What follows belongs to an exercise in optimizing a design on an open flow for small area, a short achievable clock period and few clock cycles per item; a production flow would make more cautious choices.
In this exercise RTL edits were held to simulation tests only and were not proved equivalent to the original.
Power figures rest on the tool's default switching activity, not on a simulated workload.

==> inputs of run a <==
Design vertex_fetch_index_cache, start of the top module:
module vertex_fetch_index_cache (
  input  logic         clk_i,
  input  logic         rst_ni,
  input  logic         psel,
  input  logic         penable,
  input  logic         pwrite,
  input  logic [3:0]   paddr,
  input  logic [31:0]  pwdata,
  output logic [31:0]  prdata,
  output logic         pready,
  input  logic         s_axis_tvalid,
  output logic         s_axis_tready,
  input  logic [159:0] s_axis_tdata,
  input  logic         s_axis_tuser,
  input  logic         s_axis_tlast,
  output logic         m_axis_tvalid,
  input  logic         m_axis_tready,
  output logic [87:0]  m_axis_tdata,
  output logic         m_axis_tuser,
  output logic         m_axis_tlast
);
==> flow/config.mk <==
export PLATFORM = sky130hd
export DESIGN_NAME = vertex_fetch_index_cache
export DESIGN_NICKNAME = vertex_fetch_index_cache
export VERILOG_FILES = /design/flow/design.v
export SDC_FILE = /design/flow/constraint.sdc
export NUM_CORES = 4
export LEC_CHECK = 0
export CAP_MARGIN = 20
export CORE_MARGIN = 2
export CORE_UTILIZATION = 40
export CTS_CLUSTER_DIAMETER = 100
export CTS_CLUSTER_SIZE = 30
export SLEW_MARGIN = 20
==> flow/constraint.sdc <==
create_clock -name core_clock -period 9.5 [get_ports {clk_i}]
set_input_delay 1.9000 -clock core_clock [delete_from_list [all_inputs] [get_ports {clk_i}]]
set_output_delay 1.9000 -clock core_clock [all_outputs]
set_load 0.01 [all_outputs]
standard.sh (not shown) runs the stock make flow with config.mk's settings and CLKGATE_MAP_FILE= SYNTH_SCRIPT=/design/flow/synth_recipe.tcl, a recipe that flattens the netlist after the stock synthesis.
==> flow/flow/run.sh <==
#!/bin/bash
# The standard layout (the standard.sh, standard synthesis unchanged), with
# two layout knobs: repair_timing aims for a larger setup margin, and the port
# buffers are plain buffers instead of the delay cells buffer_ports picks.
# Constraints (clock period, I/O delays, loads) are the standard flow's, untouched.
set -euo pipefail
bash standard.sh \
  SETUP_SLACK_MARGIN=${MARGIN:-6.0} \
  "BUFFER_PORTS_ARGS=-buffer_cell sky130_fd_sc_hd__buf_2" \
  finish > make_finish.log 2>&1
==> run b: changes against run a <==
--- a/flow/design.v
+++ b/flow/design.v
@@ -128,57 +128,60 @@
   logic [31:0]   ctr_q;
   logic [1:0]    q_cnt, q_cnt_d;
   logic          b_vtx, b_load, b_take;
   logic          a_v_d, a_cmd_d;
   logic          p1_v, p1_f, p1_v_d, p1_f_d;
   logic          p2_v, p2_f, p2_v_d, p2_f_d;
-  logic          rdy_q, rdy_d, a_free, s_pop;
+  logic          rdy_q, rdy_o_q, rdy_d, s_pop;
   logic          in_acc;
   assign adv = !o_v || m_axis_tready;
   assign b_vtx  = a_v && !a_cmd && (q_cnt != 2'd2);
   assign b_load = a_v && a_cmd && (q_cnt == 2'd0) && !(p1_v && p1_f) && !(p2_v && p2_f);
   assign b_take = b_vtx || b_load;
-  assign a_free = !a_v || b_take;
-  assign s_axis_tready = rdy_q;
+  assign s_axis_tready = rdy_o_q;
   assign rdy_d = !a_v_d ||
                  (a_cmd_d ? (q_cnt_d == 2'd0 && !(p1_v_d && p1_f_d) && !(p2_v_d && p2_f_d)) :
                             (q_cnt_d != 2'd2));
-  assign in_acc = s_axis_tvalid && a_free;
-  assign a_v_d   = a_free ? s_axis_tvalid : a_v;
-  assign a_cmd_d = a_free ? s_axis_tuser : a_cmd;
+  assign in_acc = s_axis_tvalid && rdy_q;
+  assign a_v_d   = rdy_q ? s_axis_tvalid : a_v;
+  assign a_cmd_d = rdy_q ? s_axis_tuser : a_cmd;
   always_ff @(posedge clk_i or negedge rst_ni) begin
     if (!rst_ni) begin
       a_v   <= 1'b0;
       ctr_q <= 32'd0;
-      rdy_q <= 1'b1;
+      rdy_q   <= 1'b1;
+      rdy_o_q <= 1'b1;
     end else begin
-      a_v   <= a_v_d;
-      rdy_q <= rdy_d;
+      a_v     <= a_v_d;
+      rdy_q   <= rdy_d;
+      rdy_o_q <= !(a_v_d && (a_cmd_d ? (q_cnt_d != 2'd0 || (p1_v_d && p1_f_d) ||
+                                        (p2_v_d && p2_f_d)) :
+                                       (q_cnt_d == 2'd2)));
       if (in_acc && s_axis_tuser == vfic_pkg::CmdVertex) begin
         ctr_q <= s_axis_tlast ? 32'd0 : ctr_q + 32'd1;
       end
     end
   end
   logic [32:0] in_lo;
   logic [15:0] in_str;
   assign in_lo  = {1'b0, s_axis_tdata[67:36]} + {1'b0, s_axis_tdata[147:116]};
   assign in_str = (s_axis_tdata[115:100] != 16'd0) ? s_axis_tdata[115:100] :
                   {11'd0, s_axis_tdata[152:148]};
   always_ff @(posedge clk_i) begin
-    if (a_free) begin
+    if (rdy_q) begin
       a_cmd        <= s_axis_tuser;
       a_last       <= s_axis_tlast;
       a_pl[89:32]  <= {s_axis_tdata[35:32], s_axis_tdata[152:148], in_str,
                        s_axis_tdata[99:68], in_lo[32]};
       a_pl[31:0]   <= (s_axis_tuser == vfic_pkg::CmdLoad) ? in_lo[31:0] :
                       draw_mode_q ? ctr_q : s_axis_tdata[31:0];
     end
   end
   logic [31:0]   tag_q [NB];
   logic [SW-1:0] fill_q, pos_q, fill_e;
-  logic [NB-1:0] match, vld_e;
+  logic [NB-1:0] match, vld_q, vld_e;
   logic          pm_q;
   logic          b_hit, b_bend;
   logic [SW-1:0] b_enc;
   logic [31:0]   b_idx;
   assign b_idx = a_pl[31:0];
   always_comb begin
@@ -192,36 +195,32 @@
       b_enc = b_enc | (match[i] ? SW'(i) : SW'(0));
     end
   end
   assign b_hit  = |match;
   assign b_bend = (pos_q >= SW'(NB - 1)) || a_last;
   assign fill_e = fill_q + SW'(pm_q);
-  always_comb begin
-    for (int i = 0; i < NB; i++) vld_e[i] = (SW'(i) < fill_q) || (pm_q && fill_q == SW'(i));
-  end
-  logic [NB-1:0] fill_dec, tag_we;
-  always_comb begin
-    for (int i = 0; i < NB; i++) fill_dec[i] = (fill_q == SW'(i));
-  end
-  assign tag_we = pm_q ? {fill_dec[NB-2:0], 1'b0} : fill_dec;
+  assign vld_e  = pm_q ? {vld_q[NB-2:0], 1'b1} : vld_q;
   always_ff @(posedge clk_i) begin
     for (int i = 0; i < NB; i++) begin
-      if (tag_we[i]) tag_q[i] <= b_idx;
+      if (fill_e == SW'(i)) tag_q[i] <= b_idx;
     end
   end
   always_ff @(posedge clk_i or negedge rst_ni) begin
     if (!rst_ni) begin
       fill_q <= '0;
       pos_q  <= '0;
+      vld_q  <= '0;
       pm_q   <= 1'b0;
     end else if (b_vtx && b_bend) begin
       fill_q <= '0;
       pos_q  <= '0;
+      vld_q  <= '0;
       pm_q   <= 1'b0;
     end else begin
       fill_q <= fill_e;
+      vld_q  <= vld_e;
       pm_q   <= b_vtx && !b_hit;
       if (b_vtx) pos_q <= pos_q + SW'(1);
     end
   end
   logic [63:0] d_bo   [NA];
   logic [15:0] d_str  [NA];
@@ -360,13 +359,13 @@
     .sum_o  (p1_sum),
     .carry_o(p1_carry)
   );
   logic          p2_hit, p2_bend;
   logic [3:0]    p2_j;
   logic [SW-1:0] p2_slot;
-  logic [47:0]   p2_sum, p2_carry;
+  logic [47:0]   p2_sum, p2_carry, p2_prod;
   assign p2_v_d = adv ? p1_v : p2_v;
   assign p2_f_d = adv ? p1_f : p2_f;
   always_ff @(posedge clk_i or negedge rst_ni) begin
     if (!rst_ni) begin
       p2_v <= 1'b0;
     end else begin
@@ -381,47 +380,53 @@
       p2_hit   <= p1_hit;
       p2_bend  <= p1_bend;
       p2_sum   <= p1_sum;
       p2_carry <= p1_carry;
     end
   end
-  logic [47:0]   p2_sg, p2_cg;
-  logic [63:0]   p2_bo, p2_s1, p2_c1, p2_addr;
-  logic [48:0]   p2_t, p2_lo;
-  logic [15:0]   p2_k, p2_hs, p2_hc, p2_hi;
-  logic [4:0]    p2_size;
-  assign p2_sg   = p2_f ? p2_sum : 48'd0;
-  assign p2_cg   = p2_f ? p2_carry : 48'd0;
-  assign p2_bo   = p2_f ? d_bo[p2_j] : 64'd0;
-  assign p2_size = p2_f ? d_size[p2_j] : 5'd0;
-  assign p2_t    = {1'b0, p2_sg} + {1'b0, p2_cg};
-  assign p2_k    = {16{p2_t[48]}};
-  assign p2_s1   = p2_bo ^ {16'd0, p2_sg} ^ {16'd0, p2_cg};
-  assign p2_c1   = {((p2_bo[62:0] & {15'd0, p2_sg}) | (p2_bo[62:0] & {15'd0, p2_cg}) |
-                     ({15'd0, p2_sg} & {15'd0, p2_cg})), 1'b0};
-  assign p2_lo   = {1'b0, p2_s1[47:0]} + {1'b0, p2_c1[47:0]};
-  assign p2_hs   = p2_s1[63:48] ^ p2_c1[63:48] ^ p2_k;
-  assign p2_hc   = {((p2_s1[62:48] & p2_c1[62:48]) | (p2_s1[62:48] & p2_k[14:0]) |
-                     (p2_c1[62:48] & p2_k[14:0])), 1'b0};
-  assign p2_hi   = p2_hs + p2_hc + {15'd0, p2_lo[48]};
-  assign p2_addr = {p2_hi, p2_lo[47:0]};
+  assign p2_prod = p2_sum + p2_carry;
+  logic          p3_v, p3_f, p3_hit, p3_bend;
+  logic [3:0]    p3_j;
+  logic [SW-1:0] p3_slot;
+  logic [4:0]    p3_size;
+  logic [47:0]   p3_prod;
+  logic [63:0]   p3_bo, p3_addr;
+  always_ff @(posedge clk_i or negedge rst_ni) begin
+    if (!rst_ni) begin
+      p3_v <= 1'b0;
+    end else if (adv) begin
+      p3_v <= p2_v;
+    end
+  end
+  always_ff @(posedge clk_i) begin
+    if (adv) begin
+      p3_f    <= p2_f;
+      p3_j    <= p2_f ? p2_j : 4'd0;
+      p3_slot <= p2_slot;
+      p3_hit  <= p2_hit;
+      p3_bend <= p2_bend && !p2_f;
+      p3_prod <= p2_f ? p2_prod : 48'd0;
+      p3_bo   <= p2_f ? d_bo[p2_j] : 64'd0;
+      p3_size <= p2_f ? d_size[p2_j] : 5'd0;
+    end
+  end
+  assign p3_addr = p3_bo + {16'd0, p3_prod};
   logic [87:0] od_q;
   logic        ou_q, ol_q;
   always_ff @(posedge clk_i or negedge rst_ni) begin
     if (!rst_ni) begin
       o_v <= 1'b0;
     end else if (adv) begin
-      o_v <= p2_v;
+      o_v <= p3_v;
     end
   end
   always_ff @(posedge clk_i) begin
     if (adv) begin
-      od_q <= {6'd0, p2_bend && !p2_f, p2_size, p2_addr, p2_f ? p2_j : 4'd0, p2_hit,
-               p2_slot};
-      ou_q <= p2_f;
-      ol_q <= !p2_f;
+      od_q <= {6'd0, p3_bend, p3_size, p3_addr, p3_j, p3_hit, p3_slot};
+      ou_q <= p3_f;
+      ol_q <= !p3_f;
     end
   end
   assign m_axis_tvalid = o_v;
   assign m_axis_tdata  = od_q;
   assign m_axis_tuser  = ou_q;
   assign m_axis_tlast  = ol_q;
==> flow/flow/run.sh (replaced) <==
#!/bin/bash
# The standard layout (the standard.sh, standard synthesis unchanged), with
# two layout knobs: repair_timing aims for a larger setup margin, and the port
# buffers are plain buffers instead of the delay cells buffer_ports picks.
# Constraints (clock period, I/O delays, loads) are the standard flow's, untouched.
set -euo pipefail
bash standard.sh \
  SETUP_SLACK_MARGIN=${MARGIN:-5.5} \
  "BUFFER_PORTS_ARGS=-buffer_cell sky130_fd_sc_hd__buf_2" \
  finish > make_finish.log 2>&1
Settings changed: CTS_CLUSTER_DIAMETER 100 to default, CTS_CLUSTER_SIZE 30 to default.
==> summary of the runs <==
Against run b, the cell count of run a is lower by about 2.2%. Routed wire length: run b is smaller than run a (14%). Between run a and run b, the lower count of clock-buffer cells in the layout is in run a (gap 367). Synthesized cell count: run a is lower than run b (about 1.4%). In run a the via count is higher than in run b, by 4.1%. Between run a and run b, the lower flip-flop and latch count is in run a (gap 198). Of run b and run a, run a has the higher first-iteration DRC count (gap about 20%, measured against run a). In sequential power, run b and run a hardly differ. Final area: run a is smaller than run b (1.2%).
Testbench counts of run a, summed over its fixed seeds: cycles 64,522, vertices 22,812.
Testbench counts of run b, summed over its fixed seeds: cycles 64,530, vertices 22,812.

-- static timing again, ports no longer ideal --
The flow's constraints put no driver on any port. The routed layouts listed below were extracted and timed again, unchanged, in two steps.
Step 1 assumes that a clkbuf_16 drives the clock port and a buf_2 every other input.
Step 2 also shifts input and output timing later by t, the mid clock arrival at the registers, as if the neighbouring blocks saw the same clock.
a / b / c = ideal / step 1 / step 2; a / b = the first two.
| run | t, ns | slack for setup (ns) | worst setup path at the end | cell pins on the clock port's net |
|---|---|---|---|---|
| run a | 1.068 | 2.614 / 2.614 / 2.614 | register to register | 1 |
| run b | 1.087 | 5.556 / 5.529 / 4.548 | input to register | 1 |
After both steps every run listed still meets setup and hold. The setup slack of run b, which loses most, moves by -0.027 ns with the drivers and by -1.008 ns with both steps.
